From an optimization exercise on the open Yosys and OpenROAD flow, aimed at small area, a short achievable clock period and few clock cycles per item; shortcuts taken in it are not production practice.
Function was checked by simulation only, so behaviour that the tests miss may differ from the original.

## before
// execute_mc
module execute_mc #(
  parameter int N      = 64,
  parameter int MUL_EN = 1
) (
  input  logic         clk,
  input  logic         reset,
  input  logic         valid_E,
  input  logic         flush_E,
  input  logic         AluSrc,
  input  logic [3:0]   AluControl,
  input  logic         MulOp,
  input  logic [N-1:0] PC_E,
  input  logic [N-1:0] signImm_E,
  input  logic [N-1:0] readData1_E,
  input  logic [N-1:0] readData2_E,
  output logic         stall_E,
  output logic [N-1:0] PCBranch_M,
  output logic [N-1:0] aluResult_M,
  output logic [N-1:0] writeData_M,
  output logic         zero_M,
  output logic         valid_M
);
  localparam int K = 5;
  logic [2:0] cnt_q;      
  logic        busy_q;     
  logic        fin_q;      
  logic        valid_q;
  logic [63:0] S_q, C_q, A_q, PCB_q;
  logic        ci_q, P_q;
  logic [5:0]  done_q, dtwo_q, dneg_q;
  logic        mul_go, accept;
  logic [63:0] a, b, bsel;
  assign a = readData1_E;
  assign b = readData2_E;
  assign bsel = AluSrc ? signImm_E : readData2_E;
  assign mul_go  = valid_E & MulOp & ~flush_E & ~reset;
  assign stall_E = MulOp & ~fin_q;
  assign accept  = valid_E & ~flush_E & ~reset & (~MulOp | fin_q);
  assign valid_M     = valid_q;
  assign writeData_M = A_q;
  assign PCBranch_M  = PCB_q;
  assign aluResult_M = S_q + C_q + {63'd0, ci_q};
  logic [63:0] zp, zk;
  assign zp = S_q ^ C_q;
  assign zk = {S_q[62:0] | C_q[62:0], ci_q};
  ...
Settings: LEC_CHECK=0, ABC_CLOCK_PERIOD_IN_PS=3400, CAP_MARGIN=20, CORE_MARGIN=2, CORE_UTILIZATION=40, SETUP_SLACK_MARGIN=3.6, SLEW_MARGIN=20; clock period 7.0 ns.
run.sh (not shown) runs the stock make flow with config.mk's settings and CLKGATE_MAP_FILE= SYNTH_SCRIPT=/design/flow/synth_recipe.tcl, a recipe that flattens the netlist after the stock synthesis.
Testbench counts of before, summed over its fixed seeds: cycles 38,975, instrs 24,000.
diff inputs: before => after
Settings: removing SETUP_SLACK_MARGIN (formerly 3.6); removing ABC_CLOCK_PERIOD_IN_PS (formerly 3400).
Findings:
Row footprint of the multi-input gates: after lower / before higher
From before to after the numbers moved as follows: first-pass GRT wire length dropped 7.0%; timing-limited maximum frequency now sits lower; critical path depth went down 1; final weighted congestion in routability-driven placement -1.6%; layout overhead on the synthesized area went down by 19 points.

* * *

run 1:
execute_mc, a different RTL version from the one above (not shown whole).
For scale: roughly 5,100 cells after synthesis, ~460 I/O pins, about 39,000 um2 of cells after synthesis.
export LEC_CHECK = 0
export ABC_AREA = 1
export CAP_MARGIN = 20
export CORE_MARGIN = 2
export CORE_UTILIZATION = 55
export SETUP_SLACK_MARGIN = 3.8
export SLEW_MARGIN = 20
export TNS_END_PERCENT = 30
create_clock -name core_clock -period 7.0 [get_ports {clk}]
standard.sh (not shown) runs the stock make flow with config.mk's settings and CLKGATE_MAP_FILE= SYNTH_SCRIPT=/design/flow/synth_recipe.tcl, a recipe that flattens the netlist after the stock synthesis.
==> flow/flow/run.sh <==
#!/bin/bash
set -euo pipefail
export BUFFER_PORTS_ARGS="-buffer_cell sky130_fd_sc_hd__buf_1"
R=orfs/results/sky130hd/execute_mc/base
bash standard.sh MATCH_CELL_FOOTPRINT=0 synth > synth.log 2>&1
cp $R/1_2_yosys.v $R/1_2_yosys.synth.v
python3 flow/polarity.py $R/1_2_yosys.synth.v $R/1_2_yosys.v > polarity.log 2>&1
rm -f $R/1_synth.odb
bash standard.sh MATCH_CELL_FOOTPRINT=0 finish > finish.log 2>&1
Other scripts of this flow, unchanged in this note and not shown: flow/flow/polarity.py
Run 1: all stages complete, timing, DRC and antenna checks passed
Testbench counts of run 1, summed over its fixed seeds: cycles 38,096, instrs 24,000.
## Diff of input files: run 2 against run 1
- changing CORE_UTILIZATION from 55 to 66
- changing TNS_END_PERCENT from 30 to 5
- changing SETUP_SLACK_MARGIN from 3.8 to 3.7
Findings:
Run 2: GRT-0232 in 5_1_grt -> run aborted
[run 2] minimum setup slack after placement rose 0.11 ns relative to run 1
Summary: with run 1 as the reference, die span in y in run 2 moved down by a little under 10%.
Run 2 vs run 1 — placed instance area dropped slightly
Number of cells after detailed placement came out lower on run 2 than on run 1.
Run 2 vs. run 1: width of the die went down by 23 um.
Half-perimeter wire length of the detailed placement result: run 2 better than run 1
Going from run 1 to run 2, row count shrank by a little under 10%.
Compared with run 1, run 2 shows a lower number of buffers inserted by post-CTS setup repair.

* * *

branch cedar:
execute_mc again, from the RTL that the note above started with.
export LEC_CHECK = 0
export ABC_AREA = 1
export CAP_MARGIN = 20
export CORE_MARGIN = 2
export CORE_UTILIZATION = 70
export SETUP_SLACK_MARGIN = 3.7
export SLEW_MARGIN = 20
export TNS_END_PERCENT = 5
create_clock -name core_clock -period 7.0 [get_ports {clk}]
Scripts as last shown in full above: flow/flow/run.sh
Other scripts of this flow, unchanged in this note and not shown: flow/flow/polarity.py
branch cedar: aborted in global routing (tool error)
Testbench counts of branch cedar, summed over its fixed seeds: cycles 38,096, instrs 24,000.
Relative to branch cedar, the following input files were edited for branch yarrow:
# branch cedar
export LEC_CHECK = 0
export ABC_AREA = 1
export CAP_MARGIN = 20
export CORE_MARGIN = 2
export CORE_UTILIZATION = 70
export SETUP_SLACK_MARGIN = 3.7
export SLEW_MARGIN = 20
export TNS_END_PERCENT = 5
create_clock -name core_clock -period 7.0 [get_ports {clk}]
# branch yarrow
export LEC_CHECK = 0
export ABC_AREA = 1
export CAP_MARGIN = 20
export CORE_MARGIN = 2
export CORE_UTILIZATION = 55
export SETUP_SLACK_MARGIN = 3.7
export SLEW_MARGIN = 20
export TNS_END_PERCENT = 5
create_clock -name core_clock -period 7.0 [get_ports {clk}]
Notes after the runs:
branch yarrow reached the end of the flow, and the finished layout is clean on the timing, design-rule and antenna checks.
Lower placer congestion estimate was reported by branch yarrow, not branch cedar.
Starting density of the core delta for branch yarrow relative to branch cedar: 15 points lower
When the final numbers for branch yarrow and branch cedar were put side by side, the x dimension of the die turned out to be greater in branch yarrow.
Between branch cedar and branch yarrow, the gate count after technology mapping does not differ in any meaningful way.
Sort branch yarrow and branch cedar by post-cts resize count asc -> top: branch cedar
Looking at placed cell area, branch yarrow sits about 0.6% above branch cedar.
From branch cedar to branch yarrow the numbers moved as follows: vertical die dimension higher, total number of placement rows has increased, total placed cells including tap cells +191, worst slack at placement now larger.

[what the ideal ports hide]
How much do the figures lean on ideal ports? The routed layouts below were timed once more, with nothing changed but the port constraints. Step 1 sets driving cells, clkbuf_16 on the clock port and buf_2 on the other inputs (assumed; they add their load-dependent delay and slew). Step 2 times the ports against the registers' clock, not the clock port: input delays grow and output delays shrink by t, the midpoint of the rising clock arrivals with the driver on. Slacks: ideal ports / drivers / drivers and shift; pairs: ideal ports / drivers.
run | t (ns) | setup slack, ns | hold slack, ns | latest minus earliest clock arrival (ns) | pins driven straight from the clock port
before | 0.667 | 1.831 / 1.759 / 2.426 | 0.467 / 0.467 / 0.467 | 0.030 / 0.030 | 1
after | 0.667 | 0.672 / 0.599 / 1.267 | 0.477 / 0.477 / 0.477 | 0.031 / 0.031 | 1
run 1 | 0.660 | 3.099 / 3.099 / 2.561 | 0.519 / 0.519 / 0.519 | 0.032 / 0.032 | 1
branch yarrow | 0.667 | 3.116 / 3.043 / 2.682 | 0.509 / 0.509 / 0.509 | 0.046 / 0.046 | 1
After both steps every run listed still meets setup and hold. For run 1, which loses most, drivers alone change the setup slack by 0.000 ns; drivers and shift together by -0.538 ns.
